From an optimization exercise on the open Yosys and OpenROAD flow, aimed at small area and a short achievable clock period; shortcuts taken in it are not production practice.
Where RTL was checked, it was by simulation tests only, not by an equivalence proof against the original.
Power is estimated from default activity; no workload was simulated.

==> 04-19: inputs <==
==> flow/design.v <==
`timescale 1ns/100ps
module exe_top (
	input  logic        clk,
	input  logic        rst,
	input  logic        instr_valid,
	input  logic [31:0] instr,
	input  logic [63:0] pc,
	input  logic [63:0] rs1_data,
	input  logic [63:0] rs2_data,
	output logic        wb_valid,
	output logic [4:0]  wb_rd_addr,
	output logic [63:0] wb_data,
	output logic        wb_wen,
	output logic        br_taken,
	output logic [63:0] br_target
);
	logic [6:0] opc;
	logic [2:0] f3;
	logic       f7z, f7a, f6z, f6a;
	logic       is_op, is_imm, is_opw, is_immw, is_lui, is_br;
	logic       dec_wen, dec_br;
	assign opc = instr[6:0];
	assign f3  = instr[14:12];
	assign f7z = (instr[31:25] == 7'b0000000);
	assign f7a = (instr[31:25] == 7'b0100000);
	assign f6z = (instr[31:26] == 6'b000000);
	assign f6a = (instr[31:26] == 6'b010000);
	assign is_op   = (opc == 7'b0110011);
	assign is_imm  = (opc == 7'b0010011);
	assign is_opw  = (opc == 7'b0111011);
	assign is_immw = (opc == 7'b0011011);
	assign is_lui  = (opc == 7'b0110111);
	assign is_br   = (opc == 7'b1100011);
	always_comb begin
		dec_wen = 1'b0;
		case (f3)
			3'b000: dec_wen = (is_op & (f7z | f7a)) | is_imm | (is_opw & (f7z | f7a)) | is_immw;
			3'b001: dec_wen = (is_op & f7z) | (is_imm & f6z) | ((is_opw | is_immw) & f7z);
			3'b010, 3'b011, 3'b100, 3'b110, 3'b111:
			        dec_wen = (is_op & f7z) | is_imm;
			3'b101: dec_wen = (is_op & (f7z | f7a)) | (is_imm & (f6z | f6a)) | ((is_opw | is_immw) & (f7z | f7a));
		endcase
		dec_wen = dec_wen | is_lui;
	end
	assign dec_br = is_br & (f3[2] | ~f3[1]);
	logic use_imm, wmode, lui, branch, sub, left, arith;
	assign use_imm = ~instr[5];                  
	assign wmode   = instr[3];                   
	assign lui     = instr[2];
	assign branch  = instr[6];
	assign sub     = branch | (~f3[2] & f3[1]) | (f3 == 3'b000 & instr[5] & instr[30]);
	assign left    = ~f3[2];
	assign arith   = instr[30];
	logic [63:0] a, b, bx;
	assign a  = rs1_data;
	assign b  = use_imm ? {{52{instr[31]}}, instr[31:20]} : rs2_data;
	assign bx = b ^ {64{sub}};
	logic [63:0] p, g, G, P, sum;
	logic [64:0] c;
	assign p = a ^ bx;
	assign g = a & bx;
	always_comb begin
		G = g;
		P = p;
		G[0] = g[0] | (p[0] & sub);
		for (int l = 0; l < 6; l++)
			for (int i = 0; i < 64; i++)
				if ((i >> l) & 1) begin
					G[i] = G[i] | (P[i] & G[((i >> (l + 1)) << (l + 1)) + (1 << l) - 1]);
					P[i] = P[i] & P[((i >> (l + 1)) << (l + 1)) + (1 << l) - 1];
				end
	end
	assign c   = {G, sub};
	assign sum = p ^ c[63:0];
	logic eq, ltu, lts, lt, signed_cmp, cond;
	assign eq         = &p;                      
	assign ltu        = ~c[64];
	assign lts        = (a[63] ^ b[63]) ? a[63] : ltu;
	assign signed_cmp = branch ? ~f3[1] : ~f3[0];
	assign lt         = signed_cmp ? lts : ltu;
	assign cond       = (f3[2] ? lt : eq) ^ f3[0];
	logic        sh_en, sh_l, sh_r64, sh_rw, fill;
	logic [5:0]  shamt, s1, s0;
	logic [63:0] sx;
	logic [63:0] st [0:6];
	assign sh_en  = ~f3[1] & f3[0] & ~lui;       
	assign sh_l   = sh_en & ~f3[2];
	assign sh_r64 = sh_en & f3[2] & ~wmode;
	assign sh_rw  = sh_en & f3[2] & wmode;
	assign shamt  = {(use_imm ? instr[25] : rs2_data[5]) & ~wmode,
	                 (use_imm ? instr[24:20] : rs2_data[4:0])};
	assign s1     = shamt & {6{sh_en}};
	assign s0     = ~shamt & {6{sh_en}};
	assign fill   = arith & (wmode ? a[31] : a[63]);
	always_comb begin
		for (int i = 0; i < 32; i++)
			sx[i] = (sh_l & a[63 - i]) | ((sh_r64 | sh_rw) & a[i]);
		for (int i = 32; i < 64; i++)
			sx[i] = (sh_l & a[63 - i]) | (sh_r64 & a[i]) | (sh_rw & fill);
	end
	assign st[6] = sx;
	genvar gl, gi;
	generate
		for (gl = 5; gl >= 0; gl--) begin : g_lvl
			for (gi = 0; gi < 64; gi++) begin : g_bit
				if (gi + (1 << gl) < 64)
					assign st[gl][gi] = (s0[gl] & st[gl + 1][gi]) | (s1[gl] & st[gl + 1][gi + (1 << gl)]);
				else
					assign st[gl][gi] = (s0[gl] & st[gl + 1][gi]) | (s1[gl] & fill);
			end
		end
	endgenerate
	logic sel_add, sel_sll, sel_srl, sel_slt, en_p, en_g, wx;
	assign sel_add = ~lui & (f3 == 3'b000);
	assign sel_sll = sh_l;
	assign sel_srl = sh_en & f3[2];
	assign sel_slt = ~lui & ~f3[2] & f3[1];
	assign en_p    = ~lui & f3[2] & ~f3[0];       
	assign en_g    = ~lui & f3[2] & f3[1];        
	assign wx      = wmode | lui;
	logic [63:0] res_n, res;
	always_comb begin
		for (int i = 0; i < 64; i++)
			res_n[i] = (sel_add & sum[i]) | (sel_sll & st[0][63 - i]) | (sel_srl & st[0][i])
			         | (en_p & p[i]) | (en_g & g[i]);
		res_n[0] = res_n[0] | (sel_slt & lt);
		for (int i = 12; i < 32; i++)
			res_n[i] = res_n[i] | (lui & instr[i]);
		res = res_n;
		if (wx)
			res[63:32] = {32{res_n[31]}};
	end
	logic [12:0] tlo;
	logic        tc, ts, tact;
	logic [63:13] tq, tflip;
	assign {tc, tlo} = {1'b0, pc[12:0]} + {1'b0, instr[31], instr[7], instr[30:25], instr[11:8], 1'b0};
	assign ts   = instr[31];
	assign tact = tc ^ ts;                       
	assign tq   = pc[63:13] ^ {51{ts}};           
	always_comb begin
		tflip[13] = tact;
		for (int i = 14; i < 64; i++)
			tflip[i] = tflip[i - 1] & tq[i - 1];
	end
	logic [63:0] target;
	assign target = {pc[63:13] ^ tflip, tlo};
	always_ff @(posedge clk) begin
		if (rst) begin
			wb_valid <= 1'b0;
			wb_wen   <= 1'b0;
			br_taken <= 1'b0;
		end else begin
			wb_valid <= instr_valid;
			wb_wen   <= instr_valid & dec_wen & (instr[11:7] != 5'd0);
			br_taken <= instr_valid & dec_br & cond;
		end
	end
	always_ff @(posedge clk) begin
		wb_rd_addr <= instr[11:7];
		wb_data    <= res;
		br_target  <= target;
	end
endmodule
==> flow/flow/run.sh <==
#!/bin/bash
# Standard ORFS layout, but port buffers use the small sky130 buffer.
set -o pipefail
export BUFFER_PORTS_ARGS="-buffer_cell sky130_fd_sc_hd__buf_1"
bash standard.sh > standard.log 2>&1
==> flow/standard.sh <==
#!/bin/bash
# synth_recipe.tcl (not shown) runs the flow's synth.tcl, then flattens the netlist and writes it again
# the make line also repeats each setting of config.mk as NAME=value (left out here)
make -C /OpenROAD-flow-scripts/flow DESIGN_CONFIG=/design/flow/config.mk WORK_HOME=/design/flow/orfs CLKGATE_MAP_FILE= SYNTH_SCRIPT=/design/flow/synth_recipe.tcl "${@:-finish}"
==> flow/config.mk <==
export PLATFORM = sky130hd
export DESIGN_NAME = exe_top
export DESIGN_NICKNAME = exe_top
export VERILOG_FILES = /design/flow/design.v
export SDC_FILE = /design/flow/constraint.sdc
export NUM_CORES = 4
export LEC_CHECK = 0
export ABC_AREA = 1
export CAP_MARGIN = 20
export CORE_MARGIN = 2
export CORE_UTILIZATION = 55
export SLEW_MARGIN = 20
==> flow/constraint.sdc <==
create_clock -name core_clock -period 13.0 [get_ports {clk}]
set_input_delay 2.6000 -clock core_clock [delete_from_list [all_inputs] [get_ports {clk}]]
set_output_delay 2.6000 -clock core_clock [all_outputs]
set_load 0.01 [all_outputs]
==> 08-07: changes against 04-19 <==
==> flow/design.v, changed modules only <==
module exe_top (
	input  logic        clk,
	input  logic        rst,
	input  logic        instr_valid,
	input  logic [31:0] instr,
	input  logic [63:0] pc,
	input  logic [63:0] rs1_data,
	input  logic [63:0] rs2_data,
	output logic        wb_valid,
	output logic [4:0]  wb_rd_addr,
	output logic [63:0] wb_data,
	output logic        wb_wen,
	output logic        br_taken,
	output logic [63:0] br_target
);
	logic [6:0] opc;
	logic [2:0] f3;
	logic       f7z, f7a, f6z, f6a;
	logic       is_op, is_imm, is_opw, is_immw, is_lui, is_br;
	logic       dec_wen, dec_br;
	assign opc = instr[6:0];
	assign f3  = instr[14:12];
	assign f7z = (instr[31:25] == 7'b0000000);
	assign f7a = (instr[31:25] == 7'b0100000);
	assign f6z = (instr[31:26] == 6'b000000);
	assign f6a = (instr[31:26] == 6'b010000);
	assign is_op   = (opc == 7'b0110011);
	assign is_imm  = (opc == 7'b0010011);
	assign is_opw  = (opc == 7'b0111011);
	assign is_immw = (opc == 7'b0011011);
	assign is_lui  = (opc == 7'b0110111);
	assign is_br   = (opc == 7'b1100011);
	always_comb begin
		dec_wen = 1'b0;
		case (f3)
			3'b000: dec_wen = (is_op & (f7z | f7a)) | is_imm | (is_opw & (f7z | f7a)) | is_immw;
			3'b001: dec_wen = (is_op & f7z) | (is_imm & f6z) | ((is_opw | is_immw) & f7z);
			3'b010, 3'b011, 3'b100, 3'b110, 3'b111:
			        dec_wen = (is_op & f7z) | is_imm;
			3'b101: dec_wen = (is_op & (f7z | f7a)) | (is_imm & (f6z | f6a)) | ((is_opw | is_immw) & (f7z | f7a));
		endcase
		dec_wen = dec_wen | is_lui;
	end
	assign dec_br = is_br & (f3[2] | ~f3[1]);
	logic use_imm, wmode, lui, branch, sub, left, arith;
	assign use_imm = ~instr[5];                  
	assign wmode   = instr[3];                   
	assign lui     = instr[2];
	assign branch  = instr[6];
	assign sub     = branch | (~f3[2] & f3[1]) | (f3 == 3'b000 & instr[5] & instr[30]);
	assign left    = ~f3[2];
	assign arith   = instr[30];
	logic [63:0] a, b, bx;
	assign a  = rs1_data;
	assign b  = use_imm ? {{52{instr[31]}}, instr[31:20]} : rs2_data;
	assign bx = b ^ {64{sub}};
	logic [63:0] p, g, G, P, sum;
	logic [64:0] c;
	assign p = a ^ bx;
	assign g = a & bx;
	always_comb begin
		G = g;
		P = p;
		G[0] = g[0] | (p[0] & sub);
		for (int l = 0; l < 6; l++)
			for (int i = 0; i < 64; i++)
				if (((i + 1) % (2 << l)) == 0) begin
					G[i] = G[i] | (P[i] & G[i - (1 << l)]);
					P[i] = P[i] & P[i - (1 << l)];
				end
		for (int l = 4; l >= 0; l--)
			for (int i = 0; i < 64; i++)
				if (i >= (2 << l) && ((i + 1) % (2 << l)) == (1 << l)) begin
					G[i] = G[i] | (P[i] & G[i - (1 << l)]);
					P[i] = P[i] & P[i - (1 << l)];
				end
	end
	assign c   = {G, sub};
	assign sum = p ^ c[63:0];
	logic eq, ltu, lts, lt, signed_cmp, cond;
	assign eq         = &p;                      
	assign ltu        = ~c[64];
	assign lts        = (a[63] ^ b[63]) ? a[63] : ltu;
	assign signed_cmp = branch ? ~f3[1] : ~f3[0];
	assign lt         = signed_cmp ? lts : ltu;
	assign cond       = (f3[2] ? lt : eq) ^ f3[0];
	logic [5:0]  shamt;
	logic        fill;
	logic [63:0] sx, sr, a_rev;
	always_comb
		for (int i = 0; i < 64; i++)
			a_rev[i] = a[63 - i];
	assign shamt = {(use_imm ? instr[25] : rs2_data[5]) & ~wmode,
	                (use_imm ? instr[24:20] : rs2_data[4:0])};
	assign fill  = arith & (wmode ? a[31] : a[63]);
	assign sx    = left ? a_rev : {(wmode ? {32{fill}} : a[63:32]), a[31:0]};
	always_comb begin
		sr = sx;
		for (int l = 5; l >= 0; l--)
			if (shamt[l])
				for (int i = 0; i < 64; i++)
					sr[i] = (i + (1 << l) < 64) ? sr[i + (1 << l)] : fill;
	end
	logic sel_add, sel_sll, sel_srl, sel_slt, sel_xor, sel_or, sel_and;
	assign sel_add = ~lui & (f3 == 3'b000);
	assign sel_sll = ~lui & (f3 == 3'b001);
	assign sel_srl = ~lui & (f3 == 3'b101);
	assign sel_slt = ~lui & (f3[2:1] == 2'b01);
	assign sel_xor = ~lui & f3[2] & ~f3[0] & ~f3[1];
	assign sel_or  = ~lui & f3[2] & f3[1] & ~f3[0];
	assign sel_and = ~lui & f3[2] & f3[1] & f3[0];
	logic [63:0] res_n, res;
	always_comb begin
		for (int i = 0; i < 64; i++)
			res_n[i] = (sel_add & sum[i]) | (sel_sll & sr[63 - i]) | (sel_srl & sr[i])
			         | (sel_xor & p[i]) | (sel_or & (p[i] | g[i])) | (sel_and & g[i]);
		res_n[0] = res_n[0] | (sel_slt & lt);
		for (int i = 12; i < 32; i++)
			res_n[i] = res_n[i] | (lui & instr[i]);
		res = res_n;
		if (wmode | lui)
			res[63:32] = {32{res_n[31]}};
	end
	logic [63:0] target;
	assign target = pc + {{51{instr[31]}}, instr[31], instr[7], instr[30:25], instr[11:8], 1'b0};
	always_ff @(posedge clk) begin
		if (rst) begin
			wb_valid <= 1'b0;
			wb_wen   <= 1'b0;
			br_taken <= 1'b0;
		end else begin
			wb_valid <= instr_valid;
			wb_wen   <= instr_valid & dec_wen & (instr[11:7] != 5'd0);
			br_taken <= instr_valid & dec_br & cond;
		end
	end
	always_ff @(posedge clk) begin
		wb_rd_addr <= instr[11:7];
		wb_data    <= res;
		br_target  <= target;
	end
endmodule
==> flow/run.sh (new file) <==
#!/bin/bash
# synth_recipe.tcl (not shown) runs the flow's synth.tcl, then flattens the netlist and writes it again
# the make line also repeats each setting of config.mk as NAME=value (left out here)
make -C /OpenROAD-flow-scripts/flow DESIGN_CONFIG=/design/flow/config.mk WORK_HOME=/design/flow/orfs CLKGATE_MAP_FILE= SYNTH_SCRIPT=/design/flow/synth_recipe.tcl finish
--- a/flow/config.mk
+++ b/flow/config.mk
@@ -6,7 +6,6 @@
 export NUM_CORES = 4
 export LEC_CHECK = 0
-export ABC_AREA = 1
 export CAP_MARGIN = 20
 export CORE_MARGIN = 2
-export CORE_UTILIZATION = 55
+export CORE_UTILIZATION = 30
 export SLEW_MARGIN = 20
removed: flow/flow/run.sh
removed: flow/standard.sh
==> run summary <==
04-19 completed without violations. 08-07 ran to the end with no violations. Between 04-19 and 08-07, the lower sequential power is in 04-19 (gap about 10%, measured against 08-07). Against 04-19, the sequential share of layout area of 08-07 is lower by 4.0 points. Of 04-19 and 08-07, 04-19 has the higher first-iteration DRC count (gap about 17%, measured against 08-07). Fmax: 08-07 is lower than 04-19 (13%). In 08-07 the clock power is lower than in 04-19, by about 1%.
No functional check of the RTL was part of 04-19.

[static timing again, ports no longer ideal]
In the flow no input, the clock included, has a driving cell. The finished layouts below were timed again as built, in two steps. Step 1, drivers: a clkbuf_16 drives clk and a buf_2 each remaining input, both assumed. Step 2 times the ports against the registers' clock, not the clock port: input delays grow and output delays shrink by t, the midpoint of the rising clock arrivals with the driver on. Slacks: ideal / step 1 / step 2; pairs: ideal / step 1.
run | t (ns) | setup WS [ns] | hold WS [ns] | worst slew at a driven data input, ns
04-19 | 0.500 | 4.605 / 4.624 / 4.123 | 2.253 / 2.222 / 2.723 | 0.08
08-07 | 0.509 | 3.345 / 3.364 / 2.855 | 2.593 / 2.559 / 3.068 | 0.12
After both steps setup and hold are still met in every run listed. The setup slack of 08-07, which loses most, moves by +0.019 ns with the drivers and by -0.490 ns with both steps.
